This design comes from an exercise in tuning for small area, a short achievable clock period and few clock cycles per item on the open sky130 flow, not from production work. The RTL was checked by simulation tests, not by an equivalence proof against the original design. Power is estimated from default activity; no workload was simulated.

Setup of job 1715:
## lidar_flat_point_selector
module lidar_flat_point_selector #(
	parameter int COORD_WIDTH = 24
) (
	input  logic                          clk,
	input  logic                          arst_n,
	input  logic                          cfg_we,
	input  logic                          cfg_index,
	input  logic [53:0]                   cfg_data,
	input  logic                          points_valid,
	output logic                          points_ready,
	input  logic signed [COORD_WIDTH-1:0] points_point_x,
	input  logic signed [COORD_WIDTH-1:0] points_point_y,
	input  logic signed [COORD_WIDTH-1:0] points_point_z,
	input  logic [15:0]                   points_intensity,
	input  logic                          points_point_valid,
	input  logic                          points_frame_start,
	output logic                          features_valid,
	input  logic                          features_ready,
	output logic signed [COORD_WIDTH-1:0] features_feature_x,
	output logic signed [COORD_WIDTH-1:0] features_feature_y,
  ...
Size in the first run: roughly 4,700 cells after synthesis, ~810 flip-flops, about 51,000 µm² of cells after synthesis.
Settings: LEC_CHECK=0, CAP_MARGIN=20, CORE_MARGIN=2, CORE_UTILIZATION=40, SLEW_MARGIN=20; clock period 9.5 ns.
standard.sh (not shown) runs the stock make flow with config.mk's settings and CLKGATE_MAP_FILE= SYNTH_SCRIPT=/design/flow/synth_recipe.tcl, a recipe that flattens the netlist after the stock synthesis.
==> flow/flow/run.sh <==
#!/bin/bash
# Standard layout; timing repair aimed 6.5 ns below the clock period on the
# worst paths only (TNS_END_PERCENT 0), buf_1 port buffers (repair resizes
# those on critical paths), and larger clock-tree sink clusters.
set -euo pipefail
bash standard.sh SETUP_SLACK_MARGIN=6.5 TNS_END_PERCENT=0 "BUFFER_PORTS_ARGS=-buffer_cell sky130_fd_sc_hd__buf_1" \
	CTS_CLUSTER_SIZE=30 CTS_CLUSTER_DIAMETER=80 finish > standard_flow.log 2>&1
Job 1715: PASS, flow complete, no timing, DRC or antenna violations
Testbench counts of job 1715, summed over its fixed seeds: cycles 32,009, items 32,000.
The following lists how job 5099 was set up differently from job 1715:
==> flow/flow/run.sh <==
#!/bin/bash
# Standard layout; timing repair aimed 5.8 ns below the clock period on the
# worst paths only (TNS_END_PERCENT 0), and buf_1 port buffers (repair
# resizes those on critical paths).
set -euo pipefail
bash standard.sh SETUP_SLACK_MARGIN=5.8 TNS_END_PERCENT=0 "BUFFER_PORTS_ARGS=-buffer_cell sky130_fd_sc_hd__buf_1" finish > standard_flow.log 2>&1
==> comparison <==
On power spent charging and discharging nets: between job 5099 and job 1715, it ends up lower for job 1715. Going from job 1715 to job 5099, worst slew margin relative to its limit moved up, initial antenna violation count moved up, TritonCTS buffer count moved up.
> inputs changed (job 5099 -> job 9155)
==> flow/flow/run.sh <==
#!/bin/bash
# Standard layout; timing repair aimed 6.2 ns below the clock period on the
# worst paths only (TNS_END_PERCENT 0), buf_1 port buffers (repair resizes
# those on critical paths), and larger clock-tree sink clusters.
set -euo pipefail
bash standard.sh SETUP_SLACK_MARGIN=6.2 TNS_END_PERCENT=0 "BUFFER_PORTS_ARGS=-buffer_cell sky130_fd_sc_hd__buf_1" \
	CTS_CLUSTER_SIZE=30 CTS_CLUSTER_DIAMETER=80 finish > standard_flow.log 2>&1
==> comparison <==
Cmp job 9155 and job 5099 / number of global-route vias before repair / lower: job 9155. Wire length of the first global-routing pass delta (job 9155 -> job 5099): insignificant. [compare] base=job 5099 new=job 9155: final non-filler cell total fell by about 1%, sequential fraction of design power rose by 1.4 points, power fell by 0.0011 W, count of buffering cells on the critical path with inverters included fell by 1. Looking at number of H-tree levels, job 9155 sits 1 lower than job 5099 does. Diff job 5099 -> job 9155 | logic gate share of total power | increase of 3.2 points. In the final reports, the cell area of job 9155 is smaller than that of job 5099.
What job 5805 does differently from job 9155 at the input level:
==> flow/flow/run.sh <==
#!/bin/bash
# Standard layout; timing repair aimed 5.5 ns below the clock period, buf_1
# port buffers (repair resizes those on critical paths), and a clock tree of
# clkbuf_8 cells with larger sink clusters.
set -euo pipefail
bash standard.sh SETUP_SLACK_MARGIN=5.5 "BUFFER_PORTS_ARGS=-buffer_cell sky130_fd_sc_hd__buf_1" \
	CTS_BUF_LIST=sky130_fd_sc_hd__clkbuf_8 CTS_CLUSTER_SIZE=30 finish > standard_flow.log 2>&1
==> notes.md <==
Job 5805: area growth from synthesis to final layout is 1.1 points higher than what job 9155 reported. Job 9155 -> job 5805: synthesized netlist cell count delta 0, exact match. Measured against each other, job 9155 and job 5805 differ in least setup slack across all paths after layout, the higher figure coming from job 9155. Cmp job 9155 and job 5805 / number of buffers added for setup after CTS / higher: job 9155. The critical-path cell with the highest stage delay comes out sky130_fd_sc_hd__o21ai_0 in one run and sky130_fd_sc_hd__fa_1 in the other, namely in job 5805 and job 9155 respectively. As of job 5805, number of standard cells in the final layout excluding fillers had risen by a few percent compared to job 9155. Re number of clock buffers in the layout: job 9155 was lower than job 5805. On met1 capacity usage during global routing, job 9155 tracks job 5805 almost exactly. As far as effective utilization at floorplan is concerned, job 9155 and job 5805 perform about the same.
The following lists how job 1711 was set up differently from job 5805:
==> flow/flow/run.sh <==
#!/bin/bash
# Standard layout; timing repair aimed 6.2 ns below the clock period on the
# worst paths only (TNS_END_PERCENT 0), and buf_1 port buffers (repair
# resizes those on critical paths).
set -euo pipefail
bash standard.sh SETUP_SLACK_MARGIN=6.2 TNS_END_PERCENT=0 "BUFFER_PORTS_ARGS=-buffer_cell sky130_fd_sc_hd__buf_1" finish > standard_flow.log 2>&1
==> comparison <==
- Result for job 1711 and job 5805: all clean
- Die outline width: job 5805 vs job 1711 — no meaningful difference
- Job 5805 → job 1711: logic depth of the worst register-to-register path lost 1; total power grew by 0.00078 W.
Setup changes, job 1711 to job 2303
==> flow/flow/run.sh <==
#!/bin/bash
# Standard layout; timing repair aimed 6.2 ns below the clock period on the
# worst paths only (TNS_END_PERCENT 0), buf_1 port buffers (repair resizes
# those on critical paths), and larger clock-tree sink clusters.
set -euo pipefail
bash standard.sh SETUP_SLACK_MARGIN=6.2 TNS_END_PERCENT=0 "BUFFER_PORTS_ARGS=-buffer_cell sky130_fd_sc_hd__buf_1" \
	CTS_CLUSTER_SIZE=25 CTS_CLUSTER_DIAMETER=60 finish > standard_flow.log 2>&1
[summary]
Job 2303 has completed all stages; timing, DRC and antenna checks passed.
Job 1711 reached the end of the flow, and the finished layout is clean on the timing, DRC and antenna checks.
Wire length of the first global-routing pass (higher): job 2303
Job 2303 and job 1711 ended up with nearly the same length of routed wiring on met1.
Job 2303 vs. job 1711: met1 track demand over resource has increased; setup fix buffers added after clock tree synthesis -2.7%; total track usage held; utilization flat.
Hold slack, job 2303 and job 1711, higher one = job 1711.
Job 1711 → job 2303: wire length stayed essentially flat; worst setup slack fell 12 ps; summed instance area of the synthesized netlist shows no meaningful change; portion of total power attributed to combinational logic lower.

==> re-timing with driven ports <==
No port has a modelled driver above. Below, the same layouts with a new extraction and two added sets of constraints.
Step 1, drivers: a clkbuf_16 drives clk and a buf_2 each remaining input, both assumed.
Step 2 times the ports against the registers' clock, not the clock port: input delays grow and output delays shrink by t, the midpoint of the rising clock arrivals with the driver on.
Slacks: no drivers / after step 1 / after step 2; pairs: no drivers / after step 1.
run | t (ns) | slack for setup (ns) | pins driven straight from the clock port
job 1715 | 0.760 | 5.635 / 5.635 / 4.948 | 1
job 5099 | 0.764 | 5.601 / 5.601 / 4.943 | 1
job 9155 | 0.760 | 5.635 / 5.635 / 4.948 | 1
job 5805 | 0.939 | 5.535 / 5.535 / 4.919 | 1
job 1711 | 0.764 | 5.634 / 5.634 / 4.931 | 1
job 2303 | 0.781 | 5.623 / 5.636 / 4.855 | 1
After both steps every run listed still meets setup and hold. The setup slack of job 2303, which loses most, moves by +0.013 ns with the drivers and by -0.768 ns with both steps.
